Context: an optimization exercise on an open-source flow, tuned for small area, a short achievable clock period and few clock cycles per item. The choices shown serve that exercise and are no tape-out recipe.
In this exercise RTL edits were held to simulation tests only and were not proved equivalent to the original.
No activity file was given, so power comes from the tool's default toggle rates.

// sha1_message_digest
module sha1_message_digest (
    input  logic                            aclk,
    input  logic                            aresetn,
    input  logic                            s_tvalid,
    output logic                            s_tready,
    input  logic [7:0]          s_tdata,    
    input  logic                            s_tlast,
    output logic                            m_tvalid,
    input  logic                            m_tready,
    output logic [31:0]         m_tdata,    
    output logic [2:0]          m_tuser,    
    output logic                            m_tlast
);
    localparam logic [31:0] H_INIT_0 = 32'h67452301;
    localparam logic [31:0] H_INIT_1 = 32'hEFCDAB89;
    localparam logic [31:0] H_INIT_2 = 32'h98BADCFE;
    localparam logic [31:0] H_INIT_3 = 32'h10325476;
    localparam logic [31:0] H_INIT_4 = 32'hC3D2E1F0;
    localparam logic [31:0] K_ROUND_0 = 32'h5A827999;
    localparam logic [31:0] K_ROUND_1 = 32'h6ED9EBA1;
    localparam logic [31:0] K_ROUND_2 = 32'h8F1BBCDC;
    localparam logic [31:0] K_ROUND_3 = 32'hCA62C1D6;
    function automatic logic [31:0] h_init_rev(input logic [2:0] i);
        case (i)
            3'd0:    h_init_rev = H_INIT_4;
            3'd1:    h_init_rev = H_INIT_3;
            3'd2:    h_init_rev = H_INIT_2;
  ...
For scale: ~1100 flip-flops, about 46000 µm² of cells after synthesis.
make LEC_CHECK=0 ABC_AREA=1 CAP_MARGIN=20 CORE_MARGIN=2 CORE_UTILIZATION=60 CTS_BUF_LIST=sky130_fd_sc_hd__clkbuf_8 CTS_CLUSTER_DIAMETER=50 CTS_CLUSTER_SIZE=12 SETUP_SLACK_MARGIN=4.7 SLEW_MARGIN=20 finish   # period 8.0 ns
run.sh (not shown) runs the stock make flow with config.mk's settings and CLKGATE_MAP_FILE= SYNTH_SCRIPT=/design/flow/synth_recipe.tcl, a recipe that flattens the netlist after the stock synthesis.
The first run passed the timing, DRC and antenna checks.
Testbench counts at the start, summed over its fixed seeds: cycles 102,666, bytes 44,818.
==> next run, changes <==
CAP_MARGIN = 10   (was 20)
CTS_CLUSTER_SIZE = 16   (was 12)
SLEW_MARGIN = 10   (was 20)
=>
- global-route usage stays flat
- design area is higher by 0.34%
- power is higher by 1.2%
- sequential cell count stays the same
- clock-buffer cell count is lower by 15
- hold slack is about the same

* * *

== 09-22 ==
Another version of the RTL of sha1_message_digest (not shown whole).
Size in the first run: roughly 4000 cells after synthesis, about 1100 flip-flops, about 51 I/O pins.
export LEC_CHECK = 0
export ABC_AREA = 1
export CAP_MARGIN = 20
export CORE_MARGIN = 2
export CORE_UTILIZATION = 60
export CTS_BUF_LIST = sky130_fd_sc_hd__clkbuf_8
export CTS_CLUSTER_DIAMETER = 50
export CTS_CLUSTER_SIZE = 12
export SETUP_SLACK_MARGIN = 5.0
export SLEW_MARGIN = 20
create_clock -name core_clock -period 8.0 [get_ports {aclk}]
09-22: flow completed, timing, DRC and antenna clean
Testbench counts of 09-22, summed over its fixed seeds: cycles 102,666, bytes 44,818.
Changes in 03-01 relative to 09-22:
# 09-22
export LEC_CHECK = 0
export ABC_AREA = 1
export CAP_MARGIN = 20
export CORE_MARGIN = 2
export CORE_UTILIZATION = 60
export CTS_BUF_LIST = sky130_fd_sc_hd__clkbuf_8
export CTS_CLUSTER_DIAMETER = 50
export CTS_CLUSTER_SIZE = 12
export SETUP_SLACK_MARGIN = 5.0
export SLEW_MARGIN = 20
create_clock -name core_clock -period 8.0 [get_ports {aclk}]
# 03-01
export LEC_CHECK = 0
export ABC_AREA = 1
export ABC_CLOCK_PERIOD_IN_PS = 2500
export CAP_MARGIN = 20
export CORE_MARGIN = 2
export CORE_UTILIZATION = 60
export CTS_BUF_LIST = sky130_fd_sc_hd__clkbuf_8
export CTS_CLUSTER_DIAMETER = 50
export CTS_CLUSTER_SIZE = 12
export SETUP_SLACK_MARGIN = 5.0
export SLEW_MARGIN = 20
create_clock -name core_clock -period 8.0 [get_ports {aclk}]
### Flow results
03-01: PASS, flow complete, no timing, DRC or antenna violations. ~same count of mapped cells out of synthesis in 03-01 and 09-22. As far as placement-stage worst setup slack goes, 09-22 and 03-01 are indistinguishable; the numbers are identical. Reported for 03-01 and 09-22, ratio of final minimum period to clock period turned out identical to the last digit. Power of 03-01 is on par with 09-22.

-- static timing again, ports no longer ideal --
How much do the figures lean on ideal ports? The routed layouts below were timed once more, with nothing changed but the port constraints.
Step 1, drivers: a clkbuf_16 drives aclk and a buf_2 each remaining input, both assumed.
Step 2 times the ports against the registers' clock, not the clock port: input delays grow and output delays shrink by t, the midpoint of the rising clock arrivals with the driver on.
Slacks: ideal / step 1 / step 2; pairs: ideal / step 1.
run	t, ns	slack for setup (ns)	worst setup path at the end
the first run of note 1	0.808	4.754 / 4.692 / 4.022	input to register
the second run of note 1	0.812	4.709 / 4.645 / 4.073	input to register
09-22	0.822	4.955 / 4.887 / 4.315	input to register
03-01	0.822	4.955 / 4.887 / 4.315	input to register
After both steps setup and hold are still met in every run listed. The setup slack of the first run of note 1, which loses most, moves by -0.062 ns with the drivers and by -0.732 ns with both steps.
